This design comes from an exercise in tuning for small area and a short achievable clock period on the open sky130 flow, not from production work. Where RTL was checked, it was by simulation tests only, not by an equivalence proof against the original. Power figures rest on the tool's default switching activity, not on a simulated workload.

Design pifo_pop_collector_top, start of the top module:
module pifo_pop_collector_top (
  input  logic        i_clk,
  input  logic        i_arst_n,
  input  logic [3:0]  i_pop_req,
  input  logic [7:0]  i_pop_req_tree_id,
  input  logic [3:0]  i_is_level0_pop,
  input  logic [7:0]  i_tree_id,
  input  logic [63:0] i_pop_data,
  output logic        o_valid,
  input  logic        i_ready,
  output logic [1:0]  o_tree_id,
  output logic [15:0] o_data,
  output logic        o_empty_pop,
  output logic [4:0]  o_count,
  output logic [31:0] o_outstanding,
  output logic        o_overflow,
  output logic        o_unexpected,
  input  logic        i_clr_err
);
For scale: roughly 1,300 cells after synthesis, roughly 350 flip-flops, ~150 I/O pins.
clock: 7.0 ns
lec_check: 0
cap_margin: 20
core_margin: 2
core_utilization: 65
cts_buf_list: sky130_fd_sc_hd__clkbuf_4 sky130_fd_sc_hd__clkbuf_8
gpl_timing_driven: 0
setup_slack_margin: 3.4
slew_margin: 20
synth_hierarchical: 1
synth_minimum_keep_size: 0
standard.sh (not shown) runs the stock make flow with config.mk's settings and CLKGATE_MAP_FILE= SYNTH_SCRIPT=/design/flow/synth_recipe.tcl, a recipe that flattens the netlist after the stock synthesis.
==> flow/flow/run.sh <==
#!/bin/bash
set -euo pipefail
export BUFFER_PORTS_ARGS="-buffer_cell sky130_fd_sc_hd__buf_2"
bash standard.sh > standard_flow.log 2>&1
Change:
--- a/flow/design.v
+++ b/flow/design.v
@@ -13,28 +13,31 @@
 module pifo_nand2 (
   input  logic a, b,
   output logic y
 );
   assign y = ~(a & b);
 endmodule
-module pifo_ohmux16 (
-  input  logic [15:0] s,
-  input  logic [15:0] d,
+module pifo_ohmux20 (
+  input  logic [19:0] s,
+  input  logic [19:0] d,
   output logic        y
 );
-  logic [5:0] n;
-  logic [1:0] o;
+  logic [7:0] n;
+  logic [2:0] o;
   pifo_aoi222 u0 (.a0(s[0]),  .b0(d[0]),  .a1(s[1]),  .b1(d[1]),  .a2(s[2]),  .b2(d[2]),  .y(n[0]));
   pifo_aoi222 u1 (.a0(s[3]),  .b0(d[3]),  .a1(s[4]),  .b1(d[4]),  .a2(s[5]),  .b2(d[5]),  .y(n[1]));
   pifo_aoi222 u2 (.a0(s[6]),  .b0(d[6]),  .a1(s[7]),  .b1(d[7]),  .a2(s[8]),  .b2(d[8]),  .y(n[2]));
   pifo_aoi222 u3 (.a0(s[9]),  .b0(d[9]),  .a1(s[10]), .b1(d[10]), .a2(s[11]), .b2(d[11]), .y(n[3]));
   pifo_aoi222 u4 (.a0(s[12]), .b0(d[12]), .a1(s[13]), .b1(d[13]), .a2(s[14]), .b2(d[14]), .y(n[4]));
-  pifo_nand2  u5 (.a(s[15]), .b(d[15]), .y(n[5]));
+  pifo_aoi222 u5 (.a0(s[15]), .b0(d[15]), .a1(s[16]), .b1(d[16]), .a2(s[17]), .b2(d[17]), .y(n[5]));
+  pifo_nand2  u6 (.a(s[18]), .b(d[18]), .y(n[6]));
+  pifo_nand2  u7 (.a(s[19]), .b(d[19]), .y(n[7]));
   pifo_nand3  v0 (.a(n[0]), .b(n[1]), .c(n[2]), .y(o[0]));
   pifo_nand3  v1 (.a(n[3]), .b(n[4]), .c(n[5]), .y(o[1]));
-  assign y = o[0] | o[1];
+  assign o[2] = ~(n[6] & n[7]);
+  assign y = |o;
 endmodule
 module pifo_ohmux4 (
   input  logic [3:0] s,
   input  logic [3:0] d,
   output logic       y
 );
@@ -133,57 +136,55 @@
         .s (w_bsel[b]),
         .d ({w_lane_d[3][i], w_lane_d[2][i], w_lane_d[1][i], w_lane_d[0][i]}),
         .y (w_bank_d[b][i])
       );
     end
   end
+  logic [NB-1:0]     w_wen_g [0:DEPTH-1];
   always_comb begin
-    for (int e = 0; e < DEPTH; e++) begin
-      w_wen[e] = 1'b0;
+    for (int e = 0; e < DEPTH; e++)
       for (int k = 0; k < NB; k++)
-        w_wen[e] = w_wen[e] | (w_wr_oh[(e - k + DEPTH) % DEPTH] & w_acc_ge[k+1]);
-    end
+        w_wen_g[e][k] = w_wr_oh[(e - k + DEPTH) % DEPTH] & w_room_ge[k+1];
+  end
+  for (genvar e = 0; e < DEPTH; e++) begin : g_wen
+    pifo_ohmux4 u_wen (.s(w_wen_g[e]), .d(w_pop_ge), .y(w_wen[e]));
   end
   always_ff @(posedge i_clk) begin
     for (int e = 0; e < DEPTH; e++)
       if (w_wen[e]) r_mem[e] <= w_bank_d[e % NB];
   end
   logic              w_fire;
   logic [DEPTH-1:0]  w_nx_oh;
-  logic [EW-1:0]     w_next;
-  logic [EW-1:0]     w_first;
-  logic              w_first_ones;
   logic [NB-1:0]     w_first_sel;
   logic              w_cnt0, w_cnt1, w_cnt_ge2;
   assign w_fire    = r_valid & i_ready;
   assign w_cnt0    = (r_count == '0);
   assign w_cnt1    = (r_count == (AW+1)'(1));
   assign w_cnt_ge2 = ~w_cnt0 & ~w_cnt1;
   always_comb begin
     for (int e = 0; e < DEPTH; e++) w_nx_oh[e] = (r_rd_ptr == AW'((e - 1 + DEPTH) % DEPTH));
     w_first_sel  = {~p[0] & ~p[1] & ~p[2], ~p[0] & ~p[1] & p[2], ~p[0] & p[1], p[0]};
-    w_first_ones = 1'b0;
-    for (int l = 0; l < NB; l++)
-      w_first_ones = w_first_ones | (w_first_sel[l] & (&i_pop_data[l]));
   end
+  logic [19:0]       w_head_sel;
+  logic [EW-1:0]     w_head_d;
+  assign w_head_sel = {w_first_sel & {NB{~w_cnt_ge2}}, w_nx_oh & {DEPTH{w_cnt_ge2}}};
   for (genvar i = 0; i < EW; i++) begin : g_head_bit
     logic [DEPTH-1:0] col;
     for (genvar e = 0; e < DEPTH; e++) begin : g_col
       assign col[e] = r_mem[e][i];
     end
-    pifo_ohmux16 u_next (.s(w_nx_oh), .d(col), .y(w_next[i]));
-    pifo_ohmux4  u_first (
-      .s (w_first_sel),
-      .d ({w_lane_d[3][i], w_lane_d[2][i], w_lane_d[1][i], w_lane_d[0][i]}),
-      .y (w_first[i])
+    pifo_ohmux20 u_head (
+      .s (w_head_sel),
+      .d ({w_lane_d[3][i], w_lane_d[2][i], w_lane_d[1][i], w_lane_d[0][i], col}),
+      .y (w_head_d[i])
     );
   end
   always_ff @(posedge i_clk) begin
     if (w_fire | w_cnt0) begin
-      r_head      <= w_cnt_ge2 ? w_next : w_first;
-      r_head_ones <= w_cnt_ge2 ? (&w_next[DW-1:0]) : w_first_ones;
+      r_head      <= w_head_d;
+      r_head_ones <= &w_head_d[DW-1:0];
     end
   end
   logic [CNTW-1:0]   w_out_nxt [0:TREE_NUM-1];
   logic              w_unexp;
   function automatic logic [1:0] fa(input logic a, input logic b, input logic c);
     fa = {(a & b) | (a & c) | (b & c), a ^ b ^ c};
Power rises by 6.9%.
Maximum frequency rises by 1.6%.
Worst hold slack loses 0.0068 ns.
Final area rises by 1.3%.
Clock skew rises by 0.013 ns.
Register-to-register slack hardly moves.
No functional check of the RTL was part of the second run of this note.

## re-timing with driven ports
The results above use ideal ports. As a check the final layouts listed here were re-extracted and re-timed, cells and wires unchanged. Step 1, drivers: a clkbuf_16 drives i_clk and a buf_2 each remaining input, both assumed. Step 2 moves the port delays by t, midway between the first and last clock arrival at a register: inputs arrive t later, outputs are due t later. That takes back most of the time a late clock gives input paths. a / b / c = ideal ports / drivers / drivers and shift; a / b = the first two.
run | shift t [ns] | slack for setup (ns) | slew at the worst register clock pin (ns)
the first run | 0.631 | 3.343 / 3.276 / 2.644 | 0.07 / 0.07
the second run | 0.655 | 3.399 / 3.399 / 2.846 | 0.07 / 0.07
After both steps every run listed still meets setup and hold. The setup slack of the first run, which loses most, moves by -0.067 ns with the drivers and by -0.699 ns with both steps.
